Context: an optimization exercise on an open-source flow, tuned for small area. The choices shown serve that exercise and are no tape-out recipe. Function not checked in this run: the RTL went through the layout flow alone. Power is estimated from default activity; no workload was simulated. The clock port is modelled as an ideal driver; clocking choices that lean on that would not hold on a real chip.

[flow/flow/run.sh]
#!/bin/bash
# Own layout flow: the standard ORFS flow (standard.sh, unchanged synthesis),
# with buf_1 port buffers and a clock tree of sized leaf clusters without
# dummy loads (settings in flow/cts.env). Output goes to standard.log.
set -euo pipefail
source flow/cts.env
export BUFFER_PORTS_ARGS="-buffer_cell sky130_fd_sc_hd__buf_1"
export CTS_ARGS="-sink_clustering_enable -repair_clock_nets -buf_list $CTS_BUF -sink_clustering_size $CTS_SIZE -sink_clustering_max_diameter $CTS_DIAM -dont_use_dummy_load"
bash standard.sh > standard.log 2>&1
[flow/flow/cts.env]
CTS_BUF=sky130_fd_sc_hd__buf_12; CTS_SIZE=30; CTS_DIAM=80
[flow/standard.sh]
#!/bin/bash
# synth_recipe.tcl (not shown) runs the flow's synth.tcl, then flattens the netlist and writes it again
# the make line also repeats each setting of config.mk as NAME=value (left out here)
make -C /OpenROAD-flow-scripts/flow DESIGN_CONFIG=/design/flow/config.mk WORK_HOME=/design/flow/orfs CLKGATE_MAP_FILE= SYNTH_SCRIPT=/design/flow/synth_recipe.tcl "${@:-finish}"
[flow/config.mk]
export PLATFORM = sky130hd
export DESIGN_NAME = axis_pingpong_frame_buffer
export DESIGN_NICKNAME = axis_pingpong_frame_buffer
export VERILOG_FILES = /design/flow/design.v
export SDC_FILE = /design/flow/constraint.sdc
export NUM_CORES = 4
export LEC_CHECK = 0
export CAP_MARGIN = 0
export CORE_MARGIN = 2
export CORE_UTILIZATION = 75
export PLACE_DENSITY = 0.95
export SLEW_MARGIN = 0
[flow/constraint.sdc]
create_clock -name core_clock -period 5.0 [get_ports {i_clk}]
set_input_delay 1.0000 -clock core_clock [delete_from_list [all_inputs] [get_ports {i_clk}]]
set_output_delay 1.0000 -clock core_clock [all_outputs]
set_load 0.01 [all_outputs]
[flow/design.v]
module axis_pingpong_frame_buffer #(
   parameter int DATA_WIDTH = 32,
   parameter int FRAME_LEN  = 24,
   parameter int CNT_WIDTH  = 16
) (
   input  logic                         i_clk,
   input  logic                         i_rst,
   input  logic [DATA_WIDTH-1:0]        s_axis_tdata,
   input  logic                         s_axis_tvalid,
   output logic                         s_axis_tready,
   output logic [DATA_WIDTH-1:0]        m_axis_tdata,
   output logic                         m_axis_tvalid,
   input  logic                         m_axis_tready,
   output logic                         m_axis_tlast,
   output logic [1:0]                   o_bank_full,
   output logic [CNT_WIDTH-1:0]         o_frame_cnt
);
   localparam int               PTR_W    = 5;
   function automatic logic [4:0] ptr_next(input logic [4:0] p);
      ptr_next = {p[3:0], ~(p[4] ^ p[2])};
   endfunction
   function automatic logic ptr_at_last(input logic [4:0] p);
      ptr_at_last = p[4] & p[3] & ~p[2] & ~p[0];
   endfunction
   logic [DATA_WIDTH-1:0] bank0_r [FRAME_LEN];
   logic [DATA_WIDTH-1:0] bank1_r [FRAME_LEN];
   logic [1:0]            full_r;
   logic                  wr_bank_r, rd_bank_r;
   logic                  rd_bank0_r;    
   logic [PTR_W-1:0]      wr_ptr_r, rd_ptr_r;
   logic                  s_tready_s;
   logic [DATA_WIDTH-1:0] m_tdata_r;
   logic                  m_tvalid_r, m_tlast_r;
   logic [CNT_WIDTH-1:0]  frame_cnt_r;
   logic                  wr_last_s;
   logic                  wr_fire_s, wr_close_s, out_free_s, rd_load_s, rd_last_s;
   logic                  tlast_acc_s, shift0_s, shift1_s;
   logic [1:0]            full_s;
   logic                  wr_bank_s, rd_bank_s, m_tvalid_s, m_tlast_s;
   assign s_tready_s  = ~full_r[wr_bank_r];
   assign wr_fire_s   = s_axis_tvalid & s_tready_s;
   assign wr_close_s  = wr_fire_s & wr_last_s;
   assign out_free_s  = ~m_tvalid_r | m_axis_tready;
   assign rd_load_s   = out_free_s & full_r[rd_bank_r];
   assign rd_last_s   = ptr_at_last(rd_ptr_r);
   assign wr_last_s   = ptr_at_last(wr_ptr_r);
   assign tlast_acc_s = m_axis_tready & m_tlast_r;
   assign shift0_s = (wr_fire_s & ~wr_bank_r) | (rd_load_s & ~rd_bank_r);
   assign shift1_s = (wr_fire_s &  wr_bank_r) | (rd_load_s &  rd_bank_r);
   always_comb begin
      full_s    = full_r;
      wr_bank_s = wr_bank_r;
      rd_bank_s = rd_bank_r;
      if (wr_close_s) begin
         full_s[wr_bank_r] = 1'b1;
         wr_bank_s         = ~wr_bank_r;
      end
      if (rd_load_s & rd_last_s) begin
         full_s[rd_bank_r] = 1'b0;
         rd_bank_s         = ~rd_bank_r;
      end
      if (rd_load_s) begin
         m_tvalid_s = 1'b1;
         m_tlast_s  = rd_last_s;
      end else if (m_axis_tready) begin
         m_tvalid_s = 1'b0;
         m_tlast_s  = 1'b0;
      end else begin
         m_tvalid_s = m_tvalid_r;
         m_tlast_s  = m_tlast_r;
      end
   end
   always_ff @(posedge i_clk) begin
      if (i_rst) begin
         full_r      <= 2'b00;
         wr_bank_r   <= 1'b0;
         rd_bank_r   <= 1'b0;
         rd_bank0_r  <= 1'b1;
         wr_ptr_r    <= '0;
         rd_ptr_r    <= '0;
         m_tvalid_r  <= 1'b0;
         m_tlast_r   <= 1'b0;
         frame_cnt_r <= '0;
      end else begin
         full_r      <= full_s;
         wr_bank_r   <= wr_bank_s;
         rd_bank_r   <= rd_bank_s;
         rd_bank0_r  <= ~rd_bank_s;
         m_tvalid_r  <= m_tvalid_s;
         m_tlast_r   <= m_tlast_s;
         if (wr_close_s) begin
            wr_ptr_r <= '0;
         end else if (wr_fire_s) begin
            wr_ptr_r <= ptr_next(wr_ptr_r);
         end
         if (rd_load_s) begin
            rd_ptr_r <= rd_last_s ? '0 : ptr_next(rd_ptr_r);
         end
         if (tlast_acc_s) begin
            frame_cnt_r <= frame_cnt_r + CNT_WIDTH'(1);
         end
      end
   end
   always_ff @(posedge i_clk) begin
      if (rd_load_s) begin
         m_tdata_r <= ({DATA_WIDTH{rd_bank_r}}  & bank1_r[FRAME_LEN-1]) |
                      ({DATA_WIDTH{rd_bank0_r}} & bank0_r[FRAME_LEN-1]);
      end
   end
   always_ff @(posedge i_clk) begin
      if (shift0_s) begin
         bank0_r[0] <= s_axis_tdata;
         for (int i = 1; i < FRAME_LEN; i++) bank0_r[i] <= bank0_r[i-1];
      end
      if (shift1_s) begin
         bank1_r[0] <= s_axis_tdata;
         for (int i = 1; i < FRAME_LEN; i++) bank1_r[i] <= bank1_r[i-1];
      end
   end
   assign s_axis_tready = s_tready_s;
   assign m_axis_tdata  = m_tdata_r;
   assign m_axis_tvalid = m_tvalid_r;
   assign m_axis_tlast  = m_tlast_r;
   assign o_bank_full   = full_r | ({2{m_tlast_r}} & {~rd_bank_r, rd_bank_r});
   assign o_frame_cnt   = frame_cnt_r;
endmodule
==> results.ini <==
[outcome]
status = finished clean

[clock_network]
resized_gates_after_cts = 0
tritoncts = built
cts.sinks = 1601
clock_tree.htree_level_count = 2
post_cts_hold_buffer_count = 0
max_root_sink_buffers = 3
cts_made_buffers = 59
worst_setup_hold_path_clk_slew_ns = 0.12
worstSkewPairLatency_ns = 0.62
cts_setup_buffers = 0
cts_root_buffer = sky130_fd_sc_hd__buf_12

[synth]
share_of_the_yosys_chip_area_belonging_to_registers_pct = 97.7
synth-warning-count = 3
synthTopCellsByArea = sky130_fd_sc_hd__edfxtp_1, sky130_fd_sc_hd__dfxtp_1, sky130_fd_sc_hd__a22o_1
synth_cell_type_count = 43
synthesized_area_per_cell_sq_um = 27.6
yosys.area.top_type_share_pct = 96.3
netlist_area_sq_um = 48900
ys_async_sr_fraction_pct = 0
synth_edf_count = 1568
ys_ff_latch = 1601
synth_fp_nets = 1810
synth_cells = 1773
synth_ff_type = sky130_fd_sc_hd__edfxtp_1
synth.largest_area_cell = sky130_fd_sc_hd__edfxtp_1

[floorplanning]
fp.coreArea_sq_um = 64500
dieHeight_um = 259
die_width_um = 259
fp.dieArea_sq_um = 67200
core_rows = 93
start_util_pct = 75.8
ios = 89

[detailed_routing]
firstDrtPassIters = 8
final_antenna_net_count = 0
wl_per_cell_um = 25.3
dr.max_layer_used = met5
detail_route.vias_per_cell = 5.90
num_vias = 16600
drtIter0Drc = 1865
route.layer.met1.wl_mm = 26.7
met2_length_mm = 39.4
route.detailed.drc = 0
routed-wl-met3_mm = 2.88
wl_mm = 70.9

[global_routing]
antenna_found_initial = 2
first_global_vias = 17100
grt_util_all_layers_pct = 22.0
grt_overflow_total = 0
grt_max_degree = 169
grt_first_pass_wirelength_mm = 107

[sta]
setup_tns_ns = 0
post_route_clock_period_utilization_pct = 65.0
worst-slew-pin-transition_ns = 1.27
finalCriticalPeriod_ns = 3.25
rsz_0062_raised_after_global_routing = no
final.hold.worst_slack_ns = 0.412
clock_skew_ns = 0.0391
finalHoldViolations = 0
fmax_mhz = 308
setup_viol = 0
slew_viols_final = 0
worst_slew_margin_rel_pct = 15.5

[layout]
syn_to_final_growth_pct = 6.25
final_cell_area_sq_um = 51900
layout-drive-gt1-share_pct = 6.00
antenna_diode_count = 0
final_util_pct = 80.6
finish.net_count = 1988

[setup_path]
crit_path_end_kind = register
timing.critical_path.slowest_stage_cell = sky130_fd_sc_hd__o21ai_4
timing.critical_path.slowest_cell_delay_ns = 0.71
crit_arrival_ns = 3.54
worst_setup_path_type = register to register
path_cells = buf_4 -> mux2i_1 -> a21o_1 -> o21ai_4 -> buf_12 -> buf_4
worst-endpoint-required_ns = 5.29
critical_path.startpoint_type = register
critical_path.max_fanout = 58
crit_top_cell = sky130_fd_sc_hd__buf_4

[pwr]
leakagePower_nw = 16.4
irDropWorstVdd_uv = 411
cell_area_power_density_nw_per_um2 = 400

[min_path]
min-delay-path-class = register to register

[place]
hpwlAfterDp_mm = 37.6
place.port_buffers = 88
post_dp_cell_area_sq_um = 50800
gpl.final_weighted_congestion = 0.761

[run]
drv_cap = 0

==> cells in the mapped netlist (all sizes together), types with 2 or more instances <==
master,n
edfxtp,1568
dfxtp,33
a22o,32
nor2,18
nand2,16
a21oi,15
nand3,11
clkbuf,10
nor3,8
xor2,8
inv,7
xnor2,7
nand4,6
a21o,3
and4,3
buf,3
mux2i,3
o21ai,3
mux2,2
nand3b,2
nor4,2
or3,2
==> path summary, 6_finish.rpt <==
| path | from | to | slack, ns | cells past startpoint |
|---|---|---|---|---|
| min | bank0_r[19][23] | bank0_r[20][23] | 0.41 | 0 |
| max reg2reg | rd_bank_r | bank1_r[9][10] | 1.75 | 6 |
| min reg2reg | bank0_r[19][23] | bank0_r[20][23] | 0.41 | 0 |
| max | rd_bank_r | bank1_r[9][10] | 1.75 | 6 |
==> per-layer routing <==
layer / GRT usage (%) / vias to the layer above
li1: - / 7423
met1: 28.6 / 8507
met2: 39.8 / 500
met3: 2.90 / 121
met4: 5.95 / 2
met5: 0 / -
==> report_power, final <==
| group | leakage, nW | internal, mW | total, mW | switching, mW |
|---|---|---|---|---|
| registers | 15.0 | 15.0 | 15.2 | 0.135 |
| clock network | 0.554 | 1.84 | 5.43 | 3.59 |
| logic | 0.855 | 0.0324 | 0.180 | 0.147 |
==> worst max-delay path, delay by kind of cell (launching register included) <==
| kind | cells | cell delay [ns] |
|---|---|---|
| DFF | 1 | 0.35 |
| buffers and inverters | 3 | 1.19 |
| AOI/OAI and AO/OA | 2 | 1.11 |
| muxes | 1 | 0.23 |
==> cell type report <==
| class | count | area (sq um) |
|---|---|---|
| Timing Repair Buffer | 130 | 847 |
| Fill cell | 2777 | 12500 |
| Clock buffer | 59 | 1180 |
| Tap cell | 855 | 1070 |
| Sequential cell | 1601 | 47700 |
| Multi-Input combinational cell | 152 | 1080 |
| Inverter | 7 | 26.3 |
==> through the flow <==
step | setup slack [ns] | total power [mW] | cells
2_1_floorplan | -14.08 | 15.7 | 1773
3_3_place_gp | 1.70 | 15.5 | 2745
3_5_place_dp | 1.42 | 15.6 | 2745
4_1_cts | 1.86 | 20.9 | 2804
5_1_grt | 1.70 | 21.3 | 2804
6_report | 1.75 | 20.8 | 2804
==> cell families after synthesis <==
| logic type | count (synthesis) | share of synthesized area, % |
|---|---|---|
| muxes | 5 | 0.115 |
| AOI/OAI and AO/OA | 58 | 0.903 |
| and+or+nand+nor | 73 | 0.827 |
| adders and majority gates | 1 | 0.0256 |
| xor gates and xnor gates | 15 | 0.269 |
| DFF | 1601 | 97.7 |
| buffers and inverters | 20 | 0.200 |
==> state kept, by name, summed over array words and instances (netlist names) <==
name         count
bank1_r        768
rd_bank_r        1
rd_bank0_r       1
rd_ptr_r         5
wr_bank_r        1
full_r           2
frame_cnt_r     16
wr_ptr_r         5
m_tlast_r        1
bank0_r        768
m_tdata_r       32
m_tvalid_r       1
==> cells in the final DEF (no fill, tap or decap), types with 2 or more instances in the layout <==
cell type                     n
sky130_fd_sc_hd__nand4_1      5
sky130_fd_sc_hd__dfxtp_1     33
sky130_fd_sc_hd__nor3_1       7
sky130_fd_sc_hd__and4_1       2
sky130_fd_sc_hd__buf_4       26
sky130_fd_sc_hd__nor4_1       2
sky130_fd_sc_hd__mux2i_1      3
sky130_fd_sc_hd__nor2_1      18
sky130_fd_sc_hd__buf_12      75
sky130_fd_sc_hd__buf_1       87
sky130_fd_sc_hd__a22o_1      32
sky130_fd_sc_hd__o21ai_0      2
sky130_fd_sc_hd__xor2_1       8
sky130_fd_sc_hd__xnor2_1      7
sky130_fd_sc_hd__nand3_1     10
sky130_fd_sc_hd__inv_1        5
sky130_fd_sc_hd__nand2_1     15
sky130_fd_sc_hd__nand3b_1     2
sky130_fd_sc_hd__or3_1        2
sky130_fd_sc_hd__a21oi_1     15
sky130_fd_sc_hd__edfxtp_1  1568
sky130_fd_sc_hd__a21o_1       3
sky130_fd_sc_hd__inv_2        2

-- separate check: timing with driven ports --
How much do the figures lean on ideal ports? The routed layout below was timed once more, with nothing changed but the port constraints. Step 1: set_driving_cell puts a clkbuf_16 on i_clk and a buf_2 on each other input, an assumption about the parent block. Step 2 also shifts input and output timing later by t, the mid clock arrival at the registers, as if the neighbouring blocks saw the same clock. Three values: ideal ports, drivers, drivers and shift; two values: the first two.
t (ns): 0.655
setup slack, ns: 1.750 / 1.750 / 1.313
worst hold slack (ns): 0.412 / 0.412 / 0.412
latest minus earliest clock arrival (ns): 0.060 / 0.060
cell pins on the clock port's net: 1
After both steps this run still meets setup and hold. For this run, drivers alone change the setup slack by 0.000 ns; drivers and shift together by -0.437 ns.
